This design comes from an exercise in tuning for a short achievable clock period and few clock cycles per item on the open sky130 flow, not from production work.
Function was checked by simulation only, so behaviour that the tests miss may differ from the original.
The clock port is modelled as an ideal driver; clocking choices that lean on that would not hold on a real chip.
Power is estimated from default activity; no workload was simulated.

Setup of main:
// ppm_image_stream_decoder_unit
module ppm_image_stream_decoder_unit
#(
  parameter int MAX_DIM = 65535
) (
  input  wire logic        clk,
  input  wire logic        rst,
  input  wire logic        byte_valid,
  output logic             byte_stall,
  input  wire logic [9:0]  byte_data,
  output logic             result_valid,
  input  wire logic        result_stall,
  output logic [101:0]     result_data
);
  localparam logic [16:0] MAX_DIM_V = 17'(MAX_DIM);
  logic hold;
  assign byte_stall = hold;
  logic       in_v, in_sof, in_eof, force_sof;
  logic [7:0] in_b;
  always_ff @(posedge clk) begin
    if (rst) begin
      in_v <= 1'b0;
      force_sof <= 1'b1;
    end else if (!hold) begin
      in_v <= byte_valid;
      if (byte_valid) force_sof <= 1'b0;
    end
    if (!hold) begin
      in_b   <= byte_data[9:2];
      in_sof <= byte_data[1] | force_sof;
      in_eof <= byte_data[0];
    end
  end
  logic       c_v, c_sof, c_eof;
  logic [7:0] c_b;
  logic       c_ws, c_hash, c_lf, c_cr, c_dig, c_sign, c_minus, c_p, c_3, c_6;
  logic [3:0] c_dv;
  always_ff @(posedge clk) begin
    if (rst) c_v <= 1'b0;
    else if (!hold) c_v <= in_v;
    if (!hold) begin
      c_sof   <= in_sof;
      c_eof   <= in_eof;
      c_b     <= in_b;
      c_ws    <= (in_b == 8'h20) || (in_b >= 8'h09 && in_b <= 8'h0D);
      c_hash  <= (in_b == 8'h23);
      c_lf    <= (in_b == 8'h0A);
      c_cr    <= (in_b == 8'h0D);
      c_dig   <= (in_b >= 8'h30 && in_b <= 8'h39);
      c_sign  <= (in_b == 8'h2B) || (in_b == 8'h2D);
      c_minus <= (in_b == 8'h2D);
      c_p     <= (in_b == 8'h50);
      c_3     <= (in_b == 8'h33);
  ...
Size: about 4700 cells after synthesis, about 1200 flip-flops, roughly 54000 sq um of cells after synthesis.
Settings: LEC_CHECK=0, ABC_CLOCK_PERIOD_IN_PS=2500, CAP_MARGIN=20, CORE_MARGIN=2, CORE_UTILIZATION=40, CTS_CLUSTER_DIAMETER=150, CTS_CLUSTER_SIZE=20, SLEW_MARGIN=20; clock period 8.0 ns.
standard.sh (not shown) runs the stock make flow with config.mk's settings and CLKGATE_MAP_FILE= SYNTH_SCRIPT=/design/flow/synth_recipe.tcl, a recipe that flattens the netlist after the stock synthesis.
==> flow/flow/run.sh <==
#!/bin/bash
# Standard layout, with the resizer's setup repair aiming below the clock
# period (a larger slack margin); everything else as the standard flow's own flow.
set -euo pipefail
bash standard.sh SETUP_SLACK_MARGIN=6 finish > standard_flow.log 2>&1
main finished every stage and its layout cleared the timing, design-rule and antenna checks.
Testbench counts of main, summed over its fixed seeds: cycles 61,437, items 61,285.
Here is what was changed in the inputs of the feature branch compared with main.
-- flow/design.v --
<<< main, line 476
  assign push = rr_v && !hold;
  assign pop  = out_v && !result_stall;
  logic [2:0] q_cnt_p;
  logic       q_any_n, q_any_p;
  assign q_cnt_n = q_cnt + (push ? (rr_two ? 3'd2 : 3'd1) : 3'd0);
  assign q_cnt_p = q_cnt_n - 3'd1;
  assign q_any_n = push || (q_cnt != 3'd0);
  assign q_any_p = push || (q_cnt > 3'd1);
  assign q_c0 = (q_cnt == 3'd0) ? rr_a : q_mem[q_rp];
  assign q_rp1 = q_rp + 2'd1;
>>> the feature branch, line 476
  assign push = rr_v && !hold;
  assign pop  = out_v && !result_stall;
  assign q_cnt_n = q_cnt + (push ? (rr_two ? 3'd2 : 3'd1) : 3'd0) - (pop ? 3'd1 : 3'd0);
  assign q_c0 = (q_cnt == 3'd0) ? rr_a : q_mem[q_rp];
  assign q_rp1 = q_rp + 2'd1;
<<< main, line 497
      q_cnt <= 3'd0; q_wp <= 2'd0; q_rp <= 2'd0; out_v <= 1'b0; hold <= 1'b0;
    end else begin
      q_cnt <= pop ? q_cnt_p : q_cnt_n;
      hold  <= pop ? (q_cnt_p > 3'd2) : (q_cnt_n > 3'd2);
      if (push) q_wp <= q_wp + (rr_two ? 2'd2 : 2'd1);
      if (pop) q_rp <= q_rp1;
      out_v <= pop ? q_any_p : q_any_n;
    end
    for (int i = 0; i < 4; i++) begin
>>> the feature branch, line 492
      q_cnt <= 3'd0; q_wp <= 2'd0; q_rp <= 2'd0; out_v <= 1'b0; hold <= 1'b0;
    end else begin
      q_cnt <= q_cnt_n;
      hold  <= (q_cnt_n > 3'd2);
      if (push) q_wp <= q_wp + (rr_two ? 2'd2 : 2'd1);
      if (pop) q_rp <= q_rp + 2'd1;
      out_v <= (q_cnt_n != 3'd0);
    end
    for (int i = 0; i < 4; i++) begin
Findings:
Reported for the feature branch and main, final hold violation count turned out identical to the last digit. Taking main as the reference, in the feature branch non-clock buffer count now larger; adder and majority cell fraction of the synthesized area comparable; leakage dissipation now larger. The feature branch vs main, most common library cell in the layout ignoring fill and taps: sky130_fd_sc_hd__edfxtp_1 vs sky130_fd_sc_hd__nand2_1. Diff main -> the feature branch: placed cell count shrank by 59; slew at the pin with the worst max-slew slack grew by 0.054 ns; met3 layer wire length in the routed design shrank by 12%. The more densely filled core belongs to the feature branch, not main.
Testbench counts of the feature branch, summed over its fixed seeds: cycles 61,437, items 61,285.

---

Another version of the RTL of ppm_image_stream_decoder_unit (not shown whole).
Size: ~4400 cells after synthesis, about 54000 um^2 of cells after synthesis.
Settings: LEC_CHECK=0, ABC_CLOCK_PERIOD_IN_PS=2500, CAP_MARGIN=20, CORE_MARGIN=2, CORE_UTILIZATION=40, CTS_CLUSTER_DIAMETER=150, CTS_CLUSTER_SIZE=20, SLEW_MARGIN=20; clock period 8.0 ns.
==> flow/flow/run.sh <==
#!/bin/bash
# Standard layout, with three additions:
#  - after placement, output buffers and the flip-flops driving them are
#    moved next to their pins (pullout.tcl);
#  - after CTS, the top of the clock tree is flattened (retree.tcl);
#  - the resizer's setup repair aims below the clock period (a larger
#    slack margin).
# Each tool's output goes to its own log in this folder.
set -euo pipefail
export RES=orfs/results/$FLOW_PLATFORM/ppm_image_stream_decoder_unit/base
bash standard.sh SETUP_SLACK_MARGIN=6 place > standard_place.log 2>&1
openroad -no_init -exit flow/pullout.tcl > pullout.log 2>&1
bash standard.sh SETUP_SLACK_MARGIN=6 cts > standard_cts.log 2>&1
openroad -no_init -exit flow/retree.tcl > retree.log 2>&1
bash standard.sh SETUP_SLACK_MARGIN=6 finish > standard_finish.log 2>&1
Other scripts of this flow, unchanged in this note and not shown: flow/flow/pullout.tcl, flow/flow/pullout_proc.tcl, flow/flow/retree.tcl, flow/flow/retree_proc.tcl
Testbench counts at the start, summed over its fixed seeds: cycles 61,437, items 61,285.
Then changed:
--- a/flow/design.v
+++ b/flow/design.v
@@ -544,43 +544,48 @@
           end
         end
       end
     end
   end
   localparam logic [RW-1:0] RES_INCOMPLETE =
     {ppmdec_pkg::KIND_ERROR, ppmdec_pkg::ERR_INCOMPLETE, 1'b1, 56'd0};
   logic [3:0][RW-1:0] q_mem;
   logic [1:0]  q_wp, q_rp, q_rp1;
-  logic [3:0]  q_th, q_th_a, q_th_p;    
+  logic [3:0]  q_th, q_th_a, q_th_p;
+  logic        q_th3, q_th2, q_nt1, q_nt0;
   logic        push, pop;
   logic        out_v;
   logic [RW-1:0] q_c0, q_c1;
   logic [101:0] out_d, q_e0, q_e1;
   assign push = rr_v && !hold;
-  assign pop  = out_v && !result_stall;
+  assign q_th = {q_th3, q_th2, !q_nt1, !q_nt0};
+  assign pop  = !q_nt0 && !result_stall;
   assign q_th_a = !push ? q_th : (rr_two ? {q_th[1:0], 2'b11} : {q_th[2:0], 1'b1});
   assign q_th_p = {1'b0, q_th_a[3:1]};
   assign q_c0 = !q_th[0] ? rr_a : q_mem[q_rp];
   assign q_rp1 = q_rp + 2'd1;
   assign q_c1 = q_th[1] ? q_mem[q_rp1] : rr_a;
   assign q_e0 = {q_c0[61:60],
                  (q_c0[61:60] == ppmdec_pkg::KIND_PIXEL) ? q_c0[55:0] : 56'd0,
                  !q_c0[61] ? q_c0[55:16] : 40'd0,
                  q_c0[59:56]};
   assign q_e1 = {q_c1[61:60],
                  (q_c1[61:60] == ppmdec_pkg::KIND_PIXEL) ? q_c1[55:0] : 56'd0,
                  !q_c1[61] ? q_c1[55:16] : 40'd0,
                  q_c1[59:56]};
   always_ff @(posedge clk) begin
     if (rst) begin
-      q_th <= 4'd0; q_wp <= 2'd0; q_rp <= 2'd0; out_v <= 1'b0; hold <= 1'b0; in_stall <= 1'b0;
+      q_th3 <= 1'b0; q_th2 <= 1'b0; q_nt1 <= 1'b1; q_nt0 <= 1'b1; q_wp <= 2'd0; q_rp <= 2'd0; out_v <= 1'b0; hold <= 1'b0; in_stall <= 1'b0;
     end else begin
-      q_th  <= pop ? q_th_p : q_th_a;
+      q_th3 <= pop ? q_th_p[3] : q_th_a[3];
+      q_th2 <= pop ? q_th_p[2] : q_th_a[2];
+      q_nt1 <= pop ? !q_th_p[1] : !q_th_a[1];
+      q_nt0 <= pop ? !q_th_p[0] : !q_th_a[0];
       hold  <= pop ? q_th_p[2] : q_th_a[2];
       in_stall <= pop ? q_th_p[1] : q_th_a[1];
       if (push) q_wp <= q_wp + (rr_two ? 2'd2 : 2'd1);
       if (pop) q_rp <= q_rp1;
       out_v <= pop ? q_th_p[0] : q_th_a[0];
     end
     for (int i = 0; i < 4; i++) begin
       if (push && q_wp == 2'(i)) q_mem[i] <= rr_a;
       if (push && rr_two && q_wp == 2'(i - 1)) q_mem[i] <= RES_INCOMPLETE;
Effect: Final area drops by 2.0%. Synthesized area is lower by 0.38%. Setup slack gains 0.13 ns. Clock-buffer cell count is higher by 1. Wire length rises by 0.79%.
Testbench counts after the change, summed over its fixed seeds: cycles 61,437, items 61,285.

separate check: timing with driven ports:
No port has a modelled driver above. Below, the same layouts with a new extraction and two added sets of constraints.
Step 1 assumes that a clkbuf_16 drives the clock port and a buf_2 every other input.
Step 2 moves the port delays by t, midway between the first and last clock arrival at a register: inputs arrive t later, outputs are due t later. That takes back most of the time a late clock gives input paths.
a / b / c = ideal / step 1 / step 2; a / b = the first two.
run	t, ns	setup WS [ns]	slew at the worst register clock pin (ns)	worst slew at a driven data input, ns
main	0.736	5.212 / 5.143 / 5.237	0.09 / 0.09	0.06
the feature branch	0.738	5.203 / 5.130 / 4.516	0.10 / 0.10	0.06
the first run of note 2	0.659	5.279 / 5.130 / 5.112	0.10 / 0.10	0.12
the second run of note 2	0.660	5.410 / 5.256 / 5.132	0.10 / 0.10	0.07
After both steps setup and hold are still met in every run listed. The setup slack of the feature branch, which loses most, moves by -0.073 ns with the drivers and by -0.687 ns with both steps.
